Source: an optimization exercise on an open RTL-to-GDS flow (aim: a short achievable clock period and few clock cycles per item). Production flows keep margins and buffers that such runs may drop.
In this exercise RTL edits were held to simulation tests only and were not proved equivalent to the original.
Power figures rest on the tool's default switching activity, not on a simulated workload.

`flow/config.mk`:
```
export PLATFORM = sky130hd
export DESIGN_NAME = selective_repeat_receive_window
export DESIGN_NICKNAME = selective_repeat_receive_window
export VERILOG_FILES = /design/flow/design.v
export SDC_FILE = /design/flow/constraint.sdc
export NUM_CORES = 4
export LEC_CHECK = 0
export CAP_MARGIN = 20
export CORE_MARGIN = 2
export CORE_UTILIZATION = 40
export SLEW_MARGIN = 20
```
`flow/constraint.sdc`:
```
create_clock -name core_clock -period 3.0 [get_ports {clock}]
set_input_delay 0.6000 -clock core_clock [delete_from_list [all_inputs] [get_ports {clock}]]
set_output_delay 0.6000 -clock core_clock [all_outputs]
set_load 0.01 [all_outputs]
```
`flow/design.v`:
```
`timescale 1ns / 1ps
package srrw_pkg;
   localparam int SLOTS        = 31;
   localparam int WINDOW       = 5;
   localparam int PACKET_BYTES = 1024;
   localparam int SEQ_W    = 16;
   localparam int HANDLE_W = 32;
   localparam int LEN_W    = 10;
   localparam int HEAD_W   = 24;
   localparam int KIND_W   = 2;
   localparam int SLOT_W = $clog2(SLOTS);
   localparam int BLK_W  = SEQ_W - $clog2(PACKET_BYTES);
   localparam int CNT_W  = $clog2(WINDOW + 1);
   localparam int QDEPTH = 2;
   localparam int QPTR_W = $clog2(QDEPTH);
   localparam int QCNT_W = $clog2(QDEPTH + 1);
   localparam logic [HEAD_W-1:0] FIN_WORD = 24'h46494E;
   localparam logic [KIND_W-1:0] KIND_ACK = 2'd0;
   localparam logic [KIND_W-1:0] KIND_REL = 2'd1;
   localparam logic [KIND_W-1:0] KIND_FIN = 2'd2;
   localparam int D_SLOT   = 0;
   localparam int D_LEN    = D_SLOT + SLOT_W;
   localparam int D_HANDLE = D_LEN + LEN_W;
   localparam int D_SEQ    = D_HANDLE + HANDLE_W;
   localparam int D_FIN    = D_SEQ + SEQ_W;
   localparam int DESC_W   = D_FIN + 1;
   localparam int QS_EMPTY = 0;
   localparam int QS_FULL  = 1;
   function automatic logic [SLOT_W-1:0] slot_of(input logic [SEQ_W-1:0] seq);
      logic [BLK_W-1:0] r;
      r = seq[SEQ_W-1 -: BLK_W];
      for (int k = BLK_W - 1; k >= 0; k--) begin
         if (32'(r) >= (SLOTS << k)) begin
            r = r - BLK_W'(SLOTS << k);
         end
      end
      slot_of = SLOT_W'(r);
   endfunction
   function automatic logic [SLOT_W-1:0] next_slot(input logic [SLOT_W-1:0] s);
      next_slot = (s == SLOT_W'(SLOTS - 1)) ? '0 : s + SLOT_W'(1);
   endfunction
endpackage
`timescale 1ns / 1ps
module srrw_front (
   input  logic                clock,
   input  logic                reset,
   input  logic                req_valid,
   output logic                req_stall,
   input  logic [srrw_pkg::SEQ_W-1:0]    req_seq_value,
   input  logic [srrw_pkg::HANDLE_W-1:0] req_payload_handle,
   input  logic [srrw_pkg::LEN_W-1:0]    req_payload_len,
   input  logic [srrw_pkg::HEAD_W-1:0]   req_head_bytes,
   input  logic [1:0]      q_status,
   output logic                push,
   output logic [srrw_pkg::DESC_W-1:0]       push_data
);
   logic started_ff, started_in;
   logic finished_ff, finished_in;
   logic accept, is_fin;
   assign req_stall = q_status[srrw_pkg::QS_FULL];
   assign accept    = req_valid && !req_stall;
   assign is_fin    = started_ff && (req_head_bytes == srrw_pkg::FIN_WORD);
   assign push      = accept && !finished_ff;
   assign push_data[srrw_pkg::D_FIN] = is_fin;
   assign push_data[srrw_pkg::D_SEQ +: srrw_pkg::SEQ_W]    = req_seq_value;
   assign push_data[srrw_pkg::D_HANDLE +: srrw_pkg::HANDLE_W] = req_payload_handle;
   assign push_data[srrw_pkg::D_LEN +: srrw_pkg::LEN_W]    = req_payload_len;
   assign push_data[srrw_pkg::D_SLOT +: srrw_pkg::SLOT_W]   = srrw_pkg::slot_of(req_seq_value);
   always_comb begin
      started_in  = started_ff;
      finished_in = finished_ff;
      if (push) begin
         started_in = 1'b1;
         if (is_fin) begin
            finished_in = 1'b1;
         end
      end
   end
   always_ff @(posedge clock) begin
      if (reset) begin
         started_ff  <= 1'b0;
         finished_ff <= 1'b0;
      end else begin
         started_ff  <= started_in;
         finished_ff <= finished_in;
      end
   end
endmodule
`timescale 1ns / 1ps
module srrw_queue (
   input  logic           clock,
   input  logic           reset,
   input  logic           push,
   input  logic [srrw_pkg::DESC_W-1:0]  push_data,
   input  logic           pop,
   output logic [srrw_pkg::DESC_W-1:0]  pop_data,
   output logic [1:0] status
);
   logic [srrw_pkg::DESC_W-1:0]     entry_ff [srrw_pkg::QDEPTH];
   logic [srrw_pkg::QPTR_W-1:0] wr_ptr_ff, wr_ptr_in;
   logic [srrw_pkg::QPTR_W-1:0] rd_ptr_ff, rd_ptr_in;
   logic [srrw_pkg::QCNT_W-1:0] count_ff, count_in;
   logic              do_push, do_pop;
   assign status[srrw_pkg::QS_FULL]  = (count_ff == srrw_pkg::QCNT_W'(srrw_pkg::QDEPTH));
   assign status[srrw_pkg::QS_EMPTY] = (count_ff == '0);
   assign do_push  = push && !status[srrw_pkg::QS_FULL];
   assign do_pop   = pop && !status[srrw_pkg::QS_EMPTY];
   assign pop_data = entry_ff[rd_ptr_ff];
   always_comb begin
      wr_ptr_in = wr_ptr_ff;
      rd_ptr_in = rd_ptr_ff;
      count_in  = count_ff;
      if (do_push) begin
         wr_ptr_in = (wr_ptr_ff == srrw_pkg::QPTR_W'(srrw_pkg::QDEPTH - 1)) ? '0 : wr_ptr_ff + srrw_pkg::QPTR_W'(1);
      end
      if (do_pop) begin
         rd_ptr_in = (rd_ptr_ff == srrw_pkg::QPTR_W'(srrw_pkg::QDEPTH - 1)) ? '0 : rd_ptr_ff + srrw_pkg::QPTR_W'(1);
      end
      if (do_push && !do_pop) begin
         count_in = count_ff + srrw_pkg::QCNT_W'(1);
      end else if (do_pop && !do_push) begin
         count_in = count_ff - srrw_pkg::QCNT_W'(1);
      end
   end
   always_ff @(posedge clock) begin
      if (reset) begin
         wr_ptr_ff <= '0;
         rd_ptr_ff <= '0;
         count_ff  <= '0;
      end else begin
         wr_ptr_ff <= wr_ptr_in;
         rd_ptr_ff <= rd_ptr_in;
         count_ff  <= count_in;
      end
   end
   always_ff @(posedge clock) begin
      if (do_push) begin
         entry_ff[wr_ptr_ff] <= push_data;
      end
   end
endmodule
`timescale 1ns / 1ps
module srrw_back (
   input  logic                clock,
   input  logic                reset,
   input  logic [1:0]      q_status,
   input  logic [srrw_pkg::DESC_W-1:0]       q_data,
   output logic                pop,
   output logic                rsp_valid,
   input  logic                rsp_stall,
   output logic [srrw_pkg::KIND_W-1:0]   rsp_kind,
   output logic [srrw_pkg::SEQ_W-1:0]    rsp_ack_seq,
   output logic [srrw_pkg::HANDLE_W-1:0] rsp_out_handle,
   output logic [srrw_pkg::LEN_W-1:0]    rsp_out_len,
   output logic                rsp_last
);
   localparam logic ST_IDLE = 1'b0;
   localparam logic ST_REL  = 1'b1;
   logic                state_ff, state_in;
   logic [srrw_pkg::SLOT_W-1:0]   expected_ff, expected_in;
   logic [srrw_pkg::SLOT_W-1:0]   idx_ff, idx_in;
   logic [srrw_pkg::CNT_W-1:0]    cnt_ff, cnt_in;
   logic [srrw_pkg::SLOTS-1:0]    pending_ff;
   logic [srrw_pkg::HANDLE_W-1:0] store_handle [srrw_pkg::SLOTS];
   logic [srrw_pkg::LEN_W-1:0]    store_len [srrw_pkg::SLOTS];
   logic                valid_ff, valid_in;
   logic [srrw_pkg::KIND_W-1:0]   kind_ff, kind_in;
   logic [srrw_pkg::SEQ_W-1:0]    seq_ff, seq_in;
   logic [srrw_pkg::HANDLE_W-1:0] handle_ff, handle_in;
   logic [srrw_pkg::LEN_W-1:0]    len_ff, len_in;
   logic                last_ff, last_in;
   logic              out_free, wr_en, pend_set, pend_clr;
   logic [srrw_pkg::SLOT_W-1:0] nxt;
   logic [srrw_pkg::CNT_W-1:0]  cnt_nx;
   assign out_free = !valid_ff || !rsp_stall;
   assign nxt      = srrw_pkg::next_slot(idx_ff);
   assign cnt_nx   = cnt_ff + srrw_pkg::CNT_W'(1);
   always_comb begin
      state_in    = state_ff;
      expected_in = expected_ff;
      idx_in      = idx_ff;
      cnt_in      = cnt_ff;
      valid_in    = valid_ff && rsp_stall;
      kind_in     = kind_ff;
      seq_in      = seq_ff;
      handle_in   = handle_ff;
      len_in      = len_ff;
      last_in     = last_ff;
      pop         = 1'b0;
      wr_en       = 1'b0;
      pend_set    = 1'b0;
      pend_clr    = 1'b0;
      unique case (state_ff)
         ST_IDLE: begin
            if (!q_status[srrw_pkg::QS_EMPTY] && out_free) begin
               pop       = 1'b1;
               valid_in  = 1'b1;
               seq_in    = '0;
               handle_in = '0;
               len_in    = '0;
               if (q_data[srrw_pkg::D_FIN]) begin
                  kind_in = srrw_pkg::KIND_FIN;
                  last_in = 1'b1;
               end else begin
                  kind_in = srrw_pkg::KIND_ACK;
                  seq_in  = q_data[srrw_pkg::D_SEQ +: srrw_pkg::SEQ_W];
                  wr_en   = 1'b1;
                  if (q_data[srrw_pkg::D_SLOT +: srrw_pkg::SLOT_W] == expected_ff) begin
                     last_in  = 1'b0;
                     state_in = ST_REL;
                     idx_in   = q_data[srrw_pkg::D_SLOT +: srrw_pkg::SLOT_W];
                     cnt_in   = '0;
                  end else begin
                     last_in  = 1'b1;
                     pend_set = 1'b1;
                  end
               end
            end
         end
         ST_REL: begin
            if (out_free) begin
               valid_in  = 1'b1;
               kind_in   = srrw_pkg::KIND_REL;
               seq_in    = '0;
               handle_in = store_handle[idx_ff];
               len_in    = store_len[idx_ff];
               pend_clr  = 1'b1;
               cnt_in    = cnt_nx;
               idx_in    = nxt;
               if (cnt_nx == srrw_pkg::CNT_W'(srrw_pkg::WINDOW) || !pending_ff[nxt]) begin
                  last_in     = 1'b1;
                  expected_in = nxt;
                  state_in    = ST_IDLE;
               end else begin
                  last_in = 1'b0;
               end
            end
         end
         default: begin
            state_in = ST_IDLE;
         end
      endcase
   end
   always_ff @(posedge clock) begin
      if (reset) begin
         state_ff    <= ST_IDLE;
         expected_ff <= '0;
         idx_ff      <= '0;
         cnt_ff      <= '0;
         valid_ff    <= 1'b0;
         pending_ff  <= '0;
      end else begin
         state_ff    <= state_in;
         expected_ff <= expected_in;
         idx_ff      <= idx_in;
         cnt_ff      <= cnt_in;
         valid_ff    <= valid_in;
         if (pend_set) begin
            pending_ff[q_data[srrw_pkg::D_SLOT +: srrw_pkg::SLOT_W]] <= 1'b1;
         end
         if (pend_clr) begin
            pending_ff[idx_ff] <= 1'b0;
         end
      end
   end
   always_ff @(posedge clock) begin
      kind_ff   <= kind_in;
      seq_ff    <= seq_in;
      handle_ff <= handle_in;
      len_ff    <= len_in;
      last_ff   <= last_in;
      if (wr_en) begin
         store_handle[q_data[srrw_pkg::D_SLOT +: srrw_pkg::SLOT_W]] <= q_data[srrw_pkg::D_HANDLE +: srrw_pkg::HANDLE_W];
         store_len[q_data[srrw_pkg::D_SLOT +: srrw_pkg::SLOT_W]]    <= q_data[srrw_pkg::D_LEN +: srrw_pkg::LEN_W];
      end
   end
   assign rsp_valid      = valid_ff;
   assign rsp_kind       = kind_ff;
   assign rsp_ack_seq    = seq_ff;
   assign rsp_out_handle = handle_ff;
   assign rsp_out_len    = len_ff;
   assign rsp_last       = last_ff;
endmodule
`timescale 1ns / 1ps
module selective_repeat_receive_window (
   input  logic                clock,
   input  logic                reset,
   input  logic                req_valid,
   output logic                req_stall,
   input  logic [srrw_pkg::SEQ_W-1:0]    req_seq_value,
   input  logic [srrw_pkg::HANDLE_W-1:0] req_payload_handle,
   input  logic [srrw_pkg::LEN_W-1:0]    req_payload_len,
   input  logic [srrw_pkg::HEAD_W-1:0]   req_head_bytes,
   output logic                rsp_valid,
   input  logic                rsp_stall,
   output logic [srrw_pkg::KIND_W-1:0]   rsp_kind,
   output logic [srrw_pkg::SEQ_W-1:0]    rsp_ack_seq,
   output logic [srrw_pkg::HANDLE_W-1:0] rsp_out_handle,
   output logic [srrw_pkg::LEN_W-1:0]    rsp_out_len,
   output logic                rsp_last
);
   logic [1:0] q_status;
   logic [srrw_pkg::DESC_W-1:0]  push_data, pop_data;
   logic           push, pop;
   srrw_front u_front (
      .clock              (clock),
      .reset              (reset),
      .req_valid          (req_valid),
      .req_stall          (req_stall),
      .req_seq_value      (req_seq_value),
      .req_payload_handle (req_payload_handle),
      .req_payload_len    (req_payload_len),
      .req_head_bytes     (req_head_bytes),
      .q_status           (q_status),
      .push               (push),
      .push_data          (push_data)
   );
   srrw_queue u_queue (
      .clock     (clock),
      .reset     (reset),
      .push      (push),
      .push_data (push_data),
      .pop       (pop),
      .pop_data  (pop_data),
      .status    (q_status)
   );
   srrw_back u_back (
      .clock          (clock),
      .reset          (reset),
      .q_status       (q_status),
      .q_data         (pop_data),
      .pop            (pop),
      .rsp_valid      (rsp_valid),
      .rsp_stall      (rsp_stall),
      .rsp_kind       (rsp_kind),
      .rsp_ack_seq    (rsp_ack_seq),
      .rsp_out_handle (rsp_out_handle),
      .rsp_out_len    (rsp_out_len),
      .rsp_last       (rsp_last)
   );
endmodule
```
`flow/run.sh`:
```
#!/bin/bash
# synth_recipe.tcl (not shown) runs the flow's synth.tcl, then flattens the netlist and writes it again
# the make line also repeats each setting of config.mk as NAME=value (left out here)
make -C /OpenROAD-flow-scripts/flow DESIGN_CONFIG=/design/flow/config.mk WORK_HOME=/design/flow/orfs CLKGATE_MAP_FILE= SYNTH_SCRIPT=/design/flow/synth_recipe.tcl finish
```
==> Flow_metrics.wiki <==
{| class="wikitable"
! Metric !! Value
|-
| Clock latency reported for the late side of the worst-skew pair || a little under 0.8 ns
|-
| Worst hold slack after final layout || 0.253 ns
|-
| Number of antenna violations at the first check in global routing || 7
|-
| Worst path setup slack after routing || about 0.14 ns
|-
| Clock sink total || 1549
|-
| CP Data Required Time || 3.48 ns
|-
| RSZ-0062 raised after global routing || false
|-
| Height of the chip || 391 um
|-
| Largest net degree at the start of global routing || 46
|-
| Measured slew at the worst slew-check pin || 0.885 ns
|-
| Dominant combinational cell family by area after synthesis || multiplexers
|-
| Max FO, Critical Path || 25
|-
| Clock Tree Buf Depth || 3
|-
| H-tree levels || 4
|-
| Setup violators final || 0
|-
| Category of the worst setup path launch point || register
|-
| Routability congestion estimate from global placement || about 0.81
|-
| Post-route setup TNS || 0 ns
|-
| Cell Pwr Density || 755 mW/mm^2
|-
| Grt total ovfl || 0
|-
| Final critical-path required period || around 2.9 ns
|-
| Post_cts resized || 0
|-
| Area Overhead vs Synth || 18.4%
|-
| Proportion of netlist area held by the largest area contributor || 74.9%
|-
| Via count of the first global-routing pass || roughly 30k
|-
| Drt total wl || approximately 140 mm
|-
| Global-route wire length before repair || 204 mm
|-
| Result of the run || timing/DRC/antenna clean
|-
| Final worst-path cycle share || 95.2%
|-
| Maximum clock rate || 0.350 GHz
|-
| Share of synthesized area occupied by flip-flops and latches || 76.8%
|-
| Peak supply drop || around 0.63 mV
|-
| Type of the most critical hold path || in2reg
|-
| Total half-perimeter wirelength after legalization and detailed placement || 87.3 mm
|-
| Clock-pin slew reported for the worst setup and hold paths after clock tree synthesis || 0.06 ns
|-
| Cell count of the worst reg-to-reg path || 6
|-
| Placeable core area || 0.148 sq mm
|-
| Cell depth of the worst min-delay path || 2
|-
| Largest area contributor in the netlist || sky130_fd_sc_hd__edfxtp_1
|-
| Synthesis-stage register bit count || 1549
|-
| Nets in the synthesized netlist || 2864
|-
| LEAKAGE || 21.5 nW
|-
| Setup bufs post-CTS || 0
|-
| Total cell area at the placement stage || 0.0657 sq mm
|-
| Number of enable flip-flop cells after synthesis || 1491
|-
| Width of the chip || ~390 um
|-
| Most common cell in the netlist || sky130_fd_sc_hd__edfxtp_1
|-
| Compound-gate portion of the synthesized area || 1.86%
|-
| 1st-iter DRT viols || 3230
|-
| DIE AREA || 0.153 sq mm
|-
| Post-place setup slack || -0.108 ns
|-
| Fraction of the mapped netlist area in adder cells || 0.314%
|-
| DRC violation count after routing || 0
|-
| Total number of vias || 28.9k
|-
| Via density per instance || between 5 and 6
|-
| Total count of hold-check failures in the final report || 0
|-
| Top flip-flop cell by instance count after synthesis || sky130_fd_sc_hd__edfxtp_1
|-
| Remaining max-slew budget at the tightest pin || 40.5%
|-
| Async set-or-reset flop fraction in the synthesized netlist || 0%
|-
| Final nets || 3226
|-
| XOR/XNOR Fraction of Synth Area || 0.318%
|-
| Initial Utilization || 40.4%
|-
| Number of placed I/O pins || 149
|-
| Mean instance size in the synthesized netlist || between 20 and 25 sq um
|-
| Gate count of the mapped netlist || 2763
|-
| Simple-Gate Fraction of Synth Area || 2.35%
|-
| Final cell area excluding filler cells || 0.0708 sq mm
|-
| Yosys synthesis warning count || 3
|-
| Worst EP arrival || 3.34 ns
|-
| Portion of netlist area occupied by mux cells || 17.2%
|-
| Ranking of synthesized cells by instance count || sky130_fd_sc_hd__edfxtp_1, sky130_fd_sc_hd__mux4_2, sky130_fd_sc_hd__nor2_1
|-
| Cell area after synthesis || 0.0598 sq mm
|-
| Main area contributors after synthesis || sky130_fd_sc_hd__edfxtp_1, sky130_fd_sc_hd__mux4_2, sky130_fd_sc_hd__mux2i_1
|-
| Buffers on Ports || around 150
|-
| Number of different library cells in the post-synthesis netlist || 73
|-
| Worst Path Class, Setup || reg2reg
|-
| Number of iterations in the first detailed-routing pass || 5
|-
| Final Slew Violations || 0
|-
| Sort of element at the end of the critical path || register
|-
| Fraction of layout cells with a size suffix above 1 || 28.4%
|-
| Remaining number of nets flagged by the antenna check after routing || 0
|-
| CTS tree || yes
|-
| Hold-fix buffers at CTS || 0
|-
| Site Rows || around 140
|-
| Layout fillers || ~12k
|-
| Number of buffers created by CTS || 153
|-
| Wire per inst || about 27 um
|-
| GRT Util Overall || 18.4%
|-
| Root Driver || sky130_fd_sc_hd__clkbuf_16
|-
| Worst clock skew || 0.0304 ns
|-
| Maxcap violations || 0
|}
[final cells by class]
| cell class | instances | area (sq um) | share of cell area, % |
|---|---|---|---|
| repair buffers | 347 | 3830 | 5.42 |
| diodes | 1 | 2.50 | 0.00353 |
| well taps | 1930 | 2410 | 3.41 |
| multi-input cells | 1061 | 13500 | 19.0 |
| flip-flops and latches | 1549 | 46000 | 64.9 |
| inverters | 13 | 51.3 | 0.0725 |
| clock inverters | 100 | 1050 | 1.49 |
| clock buffers | 177 | 4030 | 5.69 |
[critical path, stage by stage, from the launching register on]
cell and delay (ns):
sky130_fd_sc_hd__dfxtp_4 0.43, sky130_fd_sc_hd__buf_12 0.23, sky130_fd_sc_hd__buf_12 0.26, sky130_fd_sc_hd__mux4_2 0.59
sky130_fd_sc_hd__mux4_2 0.47, sky130_fd_sc_hd__mux2i_1 0.46, sky130_fd_sc_hd__nor2_1 0.11
[cells in the final DEF (no fill, tap or decap), types with 4 or more instances in the layout]
master                               n
sky130_fd_sc_hd__a311oi_1            6
sky130_fd_sc_hd__ha_1               15
sky130_fd_sc_hd__nand3_1            25
sky130_fd_sc_hd__nor4_1              9
sky130_fd_sc_hd__a31oi_1             4
sky130_fd_sc_hd__a211oi_1           32
sky130_fd_sc_hd__xnor2_1            10
sky130_fd_sc_hd__o21ai_0            55
sky130_fd_sc_hd__bufinv_16          20
sky130_fd_sc_hd__a21oi_1            46
sky130_fd_sc_hd__dfxtp_1            52
sky130_fd_sc_hd__nor2_1             96
sky130_fd_sc_hd__xor2_1              8
sky130_fd_sc_hd__mux2_2             46
sky130_fd_sc_hd__inv_6               4
sky130_fd_sc_hd__buf_4             130
sky130_fd_sc_hd__nor2_2              4
sky130_fd_sc_hd__mux4_2            378
sky130_fd_sc_hd__nand3b_1            4
sky130_fd_sc_hd__clkinv_1           34
sky130_fd_sc_hd__dfxtp_4             6
sky130_fd_sc_hd__nor2_4             31
sky130_fd_sc_hd__nor3_1             12
sky130_fd_sc_hd__clkbuf_1           19
sky130_fd_sc_hd__clkdlybuf4s50_1   147
sky130_fd_sc_hd__nand2_1            90
sky130_fd_sc_hd__clkinvlp_4          9
sky130_fd_sc_hd__mux2i_1           119
sky130_fd_sc_hd__buf_12             69
sky130_fd_sc_hd__clkinv_2           28
sky130_fd_sc_hd__inv_1              10
sky130_fd_sc_hd__edfxtp_1         1491
sky130_fd_sc_hd__clkbuf_16         158
[cells by family (layout without fill, tap and decap cells)]
logic type	after synthesis	in the layout
flops	1549	1549
mux	548	548
simple gates	307	307
compound gates	171	171
buf+inv	153	637
xor+xnor	20	20
fa+ha+maj	15	15
other cells	0	1
[registers in the layout, indices dropped and copies added, names as in the netlist, 2 cells and up, named ones only]
signal               count
u_back.handle_ff        32
u_queue.entry_ff       128
u_back.pending_ff       31
u_back.idx_ff            5
u_back.store_handle    992
u_back.len_ff           10
u_back.store_len       310
u_back.expected_ff       5
u_back.seq_ff           16
u_back.cnt_ff            3
u_queue.count_ff         2
u_back.kind_ff           2
[worst paths after layout]
| path | start | endpoint | slack [ns] |
|---|---|---|---|
| setup reg to reg | register | u_back.handle_ff[16] | 0.14 |
| hold reg to reg | u_front.started_ff | u_front.started_ff | 0.50 |
| setup / recovery | register | u_back.handle_ff[16] | 0.14 |
| hold / removal | reset | u_queue.rd_ptr_ff | 0.25 |
[per-layer routing]
metal / vias to the layer above / global-route usage (%) / part of all wire [%]
met5: - / 0 / 0.031
met4: 6 / 5.10 / 2.1
met3: 196 / 4.55 / 7.7
met2: 1048 / 28.6 / 47
met1: 15400 / 25.9 / 43
li1: 12200 / - / -
[stage by stage]
stage,cells,power (mW),utilization [%]
5_1_grt,5177,55.3,47.8
3_5_place_dp,4900,34.6,44.4
4_1_cts,5177,54.0,47.8
2_1_floorplan,2763,30.9,-
3_3_place_gp,4900,34.3,44.4
6_report,5178,53.5,47.8
[where the power goes]
part	total, mW	leakage [nW]	internal (mW)	switching [mW]
clock	19.4	2.47	11.3	8.03
combinational	6.93	5.04	2.27	4.66
sequential	27.2	14.0	26.7	0.418
Testbench counts, summed over its fixed seeds: cycles 14,345, packets 8,000.

re-timing with driven ports:
The flow's constraints put no driver on any port. The routed layout listed below was extracted and timed again, unchanged, in two steps. Step 1: set_driving_cell puts a clkbuf_16 on clock and a buf_2 on each other input, an assumption about the parent block. Step 2 moves the port delays by t, midway between the first and last clock arrival at a register: inputs arrive t later, outputs are due t later. That takes back most of the time a late clock gives input paths. Three values: no drivers, after step 1, after step 2; two values: the first two.
t (ns): 0.833
setup slack, ns: 0.145 / 0.145 / -0.112
worst setup path after step 2: input to register
worst register clock-pin slew, ns: 0.07 / 0.07
pins driven straight from the clock port: 1
Met with ideal ports but missed after step 2: setup timing in this run. The setup slack of this run moves by 0.000 ns with the drivers and by -0.257 ns with both steps.
